Source: an optimization exercise on an open RTL-to-GDS flow (aim: a short achievable clock period and few clock cycles per item). Production flows keep margins and buffers that such runs may drop. Only simulation tests tie the RTL to the original design; equivalence was not proved. Power and IR drop assume default switching activity.

==> trial 59 <==
// deadline_ordered_alarm_queue
module deadline_ordered_alarm_queue #(
   parameter int NUM_ALARMS = doaq_pkg::NUM_ALARMS_DEFAULT,
   parameter int TIME_BITS = doaq_pkg::TIME_BITS_DEFAULT
) (
   input  logic                          clock,
   input  logic                          reset,
   input  logic                          start,
   output logic                          busy,
   input  logic [doaq_pkg::OP_W-1:0]     req_op,
   input  logic [doaq_pkg::SLOT_W-1:0]   req_alarm_slot,
   input  logic [doaq_pkg::DELAY_W-1:0]  req_delay_ms,
   input  logic                          csr_wr_en,
   input  logic [doaq_pkg::THRESH_W-1:0] csr_wr_data,
   output logic                          rsp_valid,
   output logic                          rsp_kind,
   output logic [doaq_pkg::SLOT_W-1:0]   rsp_slot_out,
   output logic [doaq_pkg::MODE_W-1:0]   rsp_wake_mode,
   output logic [doaq_pkg::DELAY_W-1:0]  rsp_next_delay_ms,
   output logic                          rsp_last
);
Settings: LEC_CHECK=0, CAP_MARGIN=35, CORE_MARGIN=2, CORE_UTILIZATION=40, SETUP_SLACK_MARGIN=5, SLEW_MARGIN=30, SYNTH_HIERARCHICAL=1, SYNTH_MINIMUM_KEEP_SIZE=0, TNS_END_PERCENT=10; clock period 8.0 ns.
run.sh (not shown) runs the stock make flow with config.mk's settings and CLKGATE_MAP_FILE= SYNTH_SCRIPT=/design/flow/synth_recipe.tcl, a recipe that flattens the netlist after the stock synthesis.
==> trial 57: changes against trial 59 <==
--- a/flow/design.v
+++ b/flow/design.v
@@ -86,17 +86,15 @@
          inc_sat48 = t ^ p;
       end
    endfunction
 endpackage
 module doaq_cell (
    input  logic                         clock,
    input  logic                         reset,
-   input  logic                         start,
-   input  logic                         busy,
-   input  logic [doaq_pkg::OP_W-1:0]    op,
+   input  logic                         tick,
    input  logic                         shift,
    input  logic                         m0_valid,
    input  logic [doaq_pkg::SLOT_W-1:0]  m0_slot,
    input  logic [doaq_pkg::DELAY_W-1:0] m0_rem,
    input  logic [doaq_pkg::DELAY_W-1:0] m0_rem_dec,
    input  logic                         m1_valid,
    input  logic [doaq_pkg::SLOT_W-1:0]  m1_slot,
@@ -108,16 +106,14 @@
    output logic [doaq_pkg::DELAY_W-1:0] rem_dec
 );
    logic                         valid_ff;
    logic [doaq_pkg::SLOT_W-1:0]  slot_ff;
    logic [doaq_pkg::DELAY_W-1:0] rem_ff;
    logic [doaq_pkg::DELAY_W-1:0] rem0, rem1;
    assign rem_dec = doaq_pkg::dec_sat32(rem_ff);
-   logic tick;
-   assign tick = start && !busy && (op == doaq_pkg::OP_TICK);
    assign rem0 = tick ? m0_rem_dec : m0_rem;
    assign rem1 = tick ? m1_rem_dec : m1_rem;
    always_ff @(posedge clock) begin
       if (reset) begin
          valid_ff <= 1'b0;
       end else begin
          valid_ff <= shift ? m1_valid : m0_valid;
@@ -130,38 +126,30 @@
    assign valid = valid_ff;
    assign slot = slot_ff;
    assign rem = rem_ff;
 endmodule
 module doaq_pick #(
    parameter int N = doaq_pkg::NUM_ALARMS_DEFAULT
 ) (
-   input  logic                        start,
-   input  logic                        busy,
-   input  logic [doaq_pkg::OP_W-1:0]   op,
+   input  logic                        pop,
+   input  logic                        remove,
    input  logic [doaq_pkg::SLOT_W-1:0] slot,
-   input  logic                        due0,
-   input  logic                        zero0,
    input  logic [N*N-1:0]              gone_at,
    output logic [N-1:0]                shift
 );
-   logic [N-1:0] slot_dec, at;
-   logic         take, tick_pop, remove;
-   assign take = start && !busy;
-   assign tick_pop = (op == doaq_pkg::OP_TICK) && due0;
-   assign remove = (op == doaq_pkg::OP_SET) || (op == doaq_pkg::OP_CANCEL);
+   logic [N-1:0] slot_dec;
    always_comb begin
       for (int v = 0; v < N; v++) begin
-         slot_dec[v] = (slot == doaq_pkg::SLOT_W'(v));
+         slot_dec[v] = remove && (slot == doaq_pkg::SLOT_W'(v));
       end
       for (int i = 0; i < N; i++) begin
-         at[i] = 1'b0;
+         shift[i] = pop;
          for (int v = 0; v < N; v++) begin
-            at[i] = at[i] || (slot_dec[v] && gone_at[v*N+i]);
+            shift[i] = shift[i] || (slot_dec[v] && gone_at[v*N+i]);
          end
-         shift[i] = (busy && zero0) || (take && (tick_pop || (remove && at[i])));
       end
    end
 endmodule
 module deadline_ordered_alarm_queue #(
    parameter int NUM_ALARMS = doaq_pkg::NUM_ALARMS_DEFAULT,
    parameter int TIME_BITS = doaq_pkg::TIME_BITS_DEFAULT
 ) (
@@ -194,18 +182,14 @@
    logic [DW-1:0]        pend_rem_dec;
    logic                 rsp_valid_ff;
    logic                 rsp_kind_ff;
    logic [SW-1:0]        rsp_slot_ff;
    logic [1:0]           rsp_mode_ff;
    logic [DW-1:0]        rsp_delay_ff;
    logic                 rsp_last_ff;
-   logic                 rsp_new_ff;
-   logic [SW-1:0]        new_slot_ff;
-   logic [1:0]           new_mode_ff;
-   logic [DW-1:0]        new_delay_ff;
    logic [N:0]           ent_valid;
    logic [SW-1:0]        ent_slot [N+1];
    logic [DW-1:0]        ent_rem [N+1];
    logic [DW-1:0]        ent_rem_dec [N+1];
    assign ent_valid[N] = 1'b0;
    assign ent_slot[N] = '0;
    assign ent_rem[N] = '0;
@@ -277,17 +261,16 @@
    logic [TW-1:0] thr_in;
    assign busy = busy_ff;
    assign accept = start && !busy_ff;
    assign op_set = (req_op == doaq_pkg::OP_SET);
    assign op_cancel = (req_op == doaq_pkg::OP_CANCEL);
    assign op_tick = (req_op == doaq_pkg::OP_TICK);
    assign thr_in = csr_wr_en ? csr_wr_data : thresh_ff;
-   logic e0_le1_ff, e0_zero_ff, pend_le1_ff;
-   assign due0 = stays[0] ? (ent_valid[0] && e0_le1_ff) : pend_le1_ff;
-   assign zero0 = ent_valid[0] && e0_zero_ff;
+   assign due0 = h0_valid && (h0_rem[DW-1:1] == '0);
+   assign zero0 = ent_valid[0] && (ent_rem[0] == '0);
    assign do_set = accept && op_set;
    assign do_cancel = accept && op_cancel;
    assign do_tick = accept && op_tick;
    assign do_remove = do_set || do_cancel;
    assign do_pop = (do_tick && due0) || (busy_ff && zero0);
    logic          satmode;
    logic [DW-1:0] satv;
@@ -296,47 +279,40 @@
    assign satv = ~time_ff[DW-1:0];
    assign new_rem = (satmode && doaq_pkg::less32(satv, req_delay_ms)) ? satv : req_delay_ms;
    logic [N-1:0] seen [N];
    logic [N*N-1:0] gone_at;
    always_comb begin
       for (int v = 0; v < N; v++) begin
          for (int i = 0; i < N; i++) begin
-            seen[v][i] = 1'b0;
-            for (int k = 0; k <= i; k++) begin
-               seen[v][i] = seen[v][i] || (ent_valid[k] && (ent_slot[k] == SW'(v)));
-            end
+            seen[v][i] = (ent_valid[i] && (ent_slot[i] == SW'(v)))
+                         || ((i > 0) && seen[v][(i > 0) ? i - 1 : 0]);
             if (stays[i]) begin
                gone_at[v*N+i] = seen[v][i];
             end else begin
                gone_at[v*N+i] = (pend_valid_ff && (pend_slot_ff == SW'(v)))
                                || ((i > 0) && seen[v][(i > 0) ? i - 1 : 0]);
             end
          end
       end
    end
    logic [N-1:0] shift;
    doaq_pick #(
       .N(N)
    ) u_pick (
-      .start  (start),
-      .busy   (busy_ff),
-      .op     (req_op),
+      .pop    (do_pop),
+      .remove (do_remove),
       .slot   (req_alarm_slot),
-      .due0   (due0),
-      .zero0  (zero0),
       .gone_at(gone_at),
       .shift  (shift)
    );
    for (genvar i = 0; i < N; i++) begin : g_cell
       doaq_cell u_cell (
          .clock     (clock),
          .reset     (reset),
-         .start     (start),
-         .busy      (busy_ff),
-         .op        (req_op),
+         .tick      (do_tick),
          .shift     (shift[i]),
          .m0_valid  (mg_valid[i]),
          .m0_slot   (mg_slot[i]),
          .m0_rem    (mg_rem[i]),
          .m0_rem_dec(mg_rem_dec[i]),
          .m1_valid  (mg_valid[i+1]),
          .m1_slot   (mg_slot[i+1]),
@@ -394,54 +370,14 @@
    end
    assign ahead_pend_in = pend_valid_ff && !c_pend;
    assign c_h0 = stays[0] ? c_e0 : c_pend;
    assign c_h1 = stays[1] ? c_e1 : (stays[0] ? c_pend : c_e0);
    assign new_head = m_h0 ? (!h1_valid || c_h1) : (!h0_valid || c_h0);
    assign new_low = low_in(req_delay_ms, csr_wr_en, csr_wr_data, thresh_ff)
                     || (satmode && low_in(satv, csr_wr_en, csr_wr_data, thresh_ff));
-   function automatic logic le1(input logic [DW-1:0] x);
-      le1 = (x[DW-1:1] == '0);
-   endfunction
-   function automatic logic le2(input logic [DW-1:0] x);
-      le2 = (x[DW-1:2] == '0) && !(x[1] && x[0]);
-   endfunction
-   logic e0_le1_in, e0_zero_in, pend_le1_in;
-   logic m0_le1, m0_le2, m0_zero, m1_le1, m1_le2, m1_zero;
-   always_comb begin
-      if (stays[0]) begin
-         m0_le1 = le1(ent_rem[0]);
-         m0_le2 = le2(ent_rem[0]);
-         m0_zero = (ent_rem[0] == '0);
-      end else begin
-         m0_le1 = le1(pend_rem_ff);
-         m0_le2 = le2(pend_rem_ff);
-         m0_zero = (pend_rem_ff == '0);
-      end
-      if (stays[1]) begin
-         m1_le1 = le1(ent_rem[1]);
-         m1_le2 = le2(ent_rem[1]);
-         m1_zero = (ent_rem[1] == '0);
-      end else if (stays[0]) begin
-         m1_le1 = le1(pend_rem_ff);
-         m1_le2 = le2(pend_rem_ff);
-         m1_zero = (pend_rem_ff == '0);
-      end else begin
-         m1_le1 = le1(ent_rem[0]);
-         m1_le2 = le2(ent_rem[0]);
-         m1_zero = (ent_rem[0] == '0);
-      end
-      if (shift[0]) begin
-         e0_le1_in = do_tick ? m1_le2 : m1_le1;
-         e0_zero_in = do_tick ? m1_le1 : m1_zero;
-      end else begin
-         e0_le1_in = do_tick ? m0_le2 : m0_le1;
-         e0_zero_in = do_tick ? m0_le1 : m0_zero;
-      end
-   end
-   assign pend_le1_in = le1(req_delay_ms) || (satmode && le1(satv));
    logic          busy_in;
    logic          rsp_valid_in, rsp_kind_in, rsp_last_in;
    logic [SW-1:0] rsp_slot_in;
    logic [1:0]    rsp_mode_in;
    logic [DW-1:0] rsp_delay_in;
    always_comb begin
       busy_in = 1'b0;
@@ -467,17 +403,23 @@
             end
          end
       end else if (accept) begin
          rsp_valid_in = 1'b1;
          rsp_last_in = 1'b1;
          unique case (req_op)
             doaq_pkg::OP_SET: begin
-               rsp_slot_in = hd_slot;
-               rsp_delay_in = hd_rem;
-               rsp_mode_in = hd_low ? doaq_pkg::MODE_LOCK : doaq_pkg::MODE_ALARM;
+               if (new_head) begin
+                  rsp_slot_in = req_alarm_slot;
+                  rsp_delay_in = new_rem;
+                  rsp_mode_in = new_low ? doaq_pkg::MODE_LOCK : doaq_pkg::MODE_ALARM;
+               end else begin
+                  rsp_slot_in = hd_slot;
+                  rsp_delay_in = hd_rem;
+                  rsp_mode_in = hd_low ? doaq_pkg::MODE_LOCK : doaq_pkg::MODE_ALARM;
+               end
             end
             doaq_pkg::OP_CANCEL: begin
                if (hd_valid) begin
                   rsp_slot_in = hd_slot;
                   rsp_delay_in = hd_rem;
                   rsp_mode_in = hd_low ? doaq_pkg::MODE_LOCK : doaq_pkg::MODE_ALARM;
                end
@@ -518,35 +460,28 @@
          thresh_ff <= thr_in;
          busy_ff <= busy_in;
          pend_valid_ff <= do_set;
          rsp_valid_ff <= rsp_valid_in;
       end
    end
    always_ff @(posedge clock) begin
-      e0_le1_ff <= e0_le1_in;
-      e0_zero_ff <= e0_zero_in;
       if (do_set) begin
-         pend_le1_ff <= pend_le1_in;
          pend_slot_ff <= req_alarm_slot;
          pend_rem_ff <= new_rem;
       end
       ahead_ff <= ahead_in;
       ahead_pend_ff <= ahead_pend_in;
       stays_ff <= stays;
       shift_ff <= shift;
-      rsp_new_ff <= do_set && new_head;
-      new_slot_ff <= req_alarm_slot;
-      new_delay_ff <= new_rem;
-      new_mode_ff <= new_low ? doaq_pkg::MODE_LOCK : doaq_pkg::MODE_ALARM;
       rsp_kind_ff <= rsp_kind_in;
       rsp_slot_ff <= rsp_slot_in;
       rsp_mode_ff <= rsp_mode_in;
       rsp_delay_ff <= rsp_delay_in;
       rsp_last_ff <= rsp_last_in;
    end
    assign rsp_valid = rsp_valid_ff;
    assign rsp_kind = rsp_kind_ff;
-   assign rsp_slot_out = rsp_new_ff ? new_slot_ff : rsp_slot_ff;
-   assign rsp_wake_mode = rsp_new_ff ? new_mode_ff : rsp_mode_ff;
-   assign rsp_next_delay_ms = rsp_new_ff ? new_delay_ff : rsp_delay_ff;
+   assign rsp_slot_out = rsp_slot_ff;
+   assign rsp_wake_mode = rsp_mode_ff;
+   assign rsp_next_delay_ms = rsp_delay_ff;
    assign rsp_last = rsp_last_ff;
 endmodule
==> comparison <==
- Against trial 57, the global-route usage of trial 59 is higher by 9.2 points.
- Combinational power: trial 59 is larger than trial 57 (13%).
- Of trial 59 and trial 57, trial 59 has the higher sequential power (gap 7.5%, measured against trial 57).
- Between trial 57 and trial 59, the lower power is in trial 57 (gap about 9%, measured against trial 59).
- Between trial 57 and trial 59, the lower clock-buffer cell count is in trial 57 (gap 16).
- Between trial 57 and trial 59, the lower clock skew is in trial 57 (gap 66 ps).
- Of trial 59 and trial 57, trial 59 has the higher final cell count (gap about 1.7%, measured against trial 57).
- Against trial 57, the fmax of trial 59 is larger by about 3%.
- In trial 59 the clock power is larger than in trial 57, by about 4.6%.
- Between trial 59 and trial 57, the lower final area is in trial 57 (gap 3.8%, measured against trial 57).
- Between trial 59 and trial 57, the lower synthesized area is in trial 57 (gap 2.4%, measured against trial 57).
Testbench counts of trial 59, summed over its fixed seeds: cycles 15,319, requests 12,016.
Testbench counts of trial 57, summed over its fixed seeds: cycles 15,319, requests 12,016.

[separate check: timing with driven ports]
How much do the figures lean on ideal ports? The routed layouts below were timed once more, with nothing changed but the port constraints. Step 1 assumes that a clkbuf_16 drives the clock port and a buf_2 every other input. Step 2 adds t to the input delays and takes it off the output delays; t is the mean of the earliest and latest rising clock arrival at the registers after step 1. Input paths then give back, and output paths get back, about the clock's delay inside the block. Three values: no drivers, after step 1, after step 2; two values: the first two.
| run | t, ns | setup slack, ns | worst slew at a driven data input, ns | cell pins on the clock port's net |
|---|---|---|---|---|
| trial 59 | 0.976 | 3.643 / 3.643 / 2.751 | 0.15 | 1 |
| trial 57 | 0.899 | 3.516 / 3.534 / 2.636 | 0.11 | 1 |
After both steps setup and hold are still met in every run listed. For trial 59, which loses most, drivers alone change the setup slack by 0.000 ns; drivers and shift together by -0.892 ns.
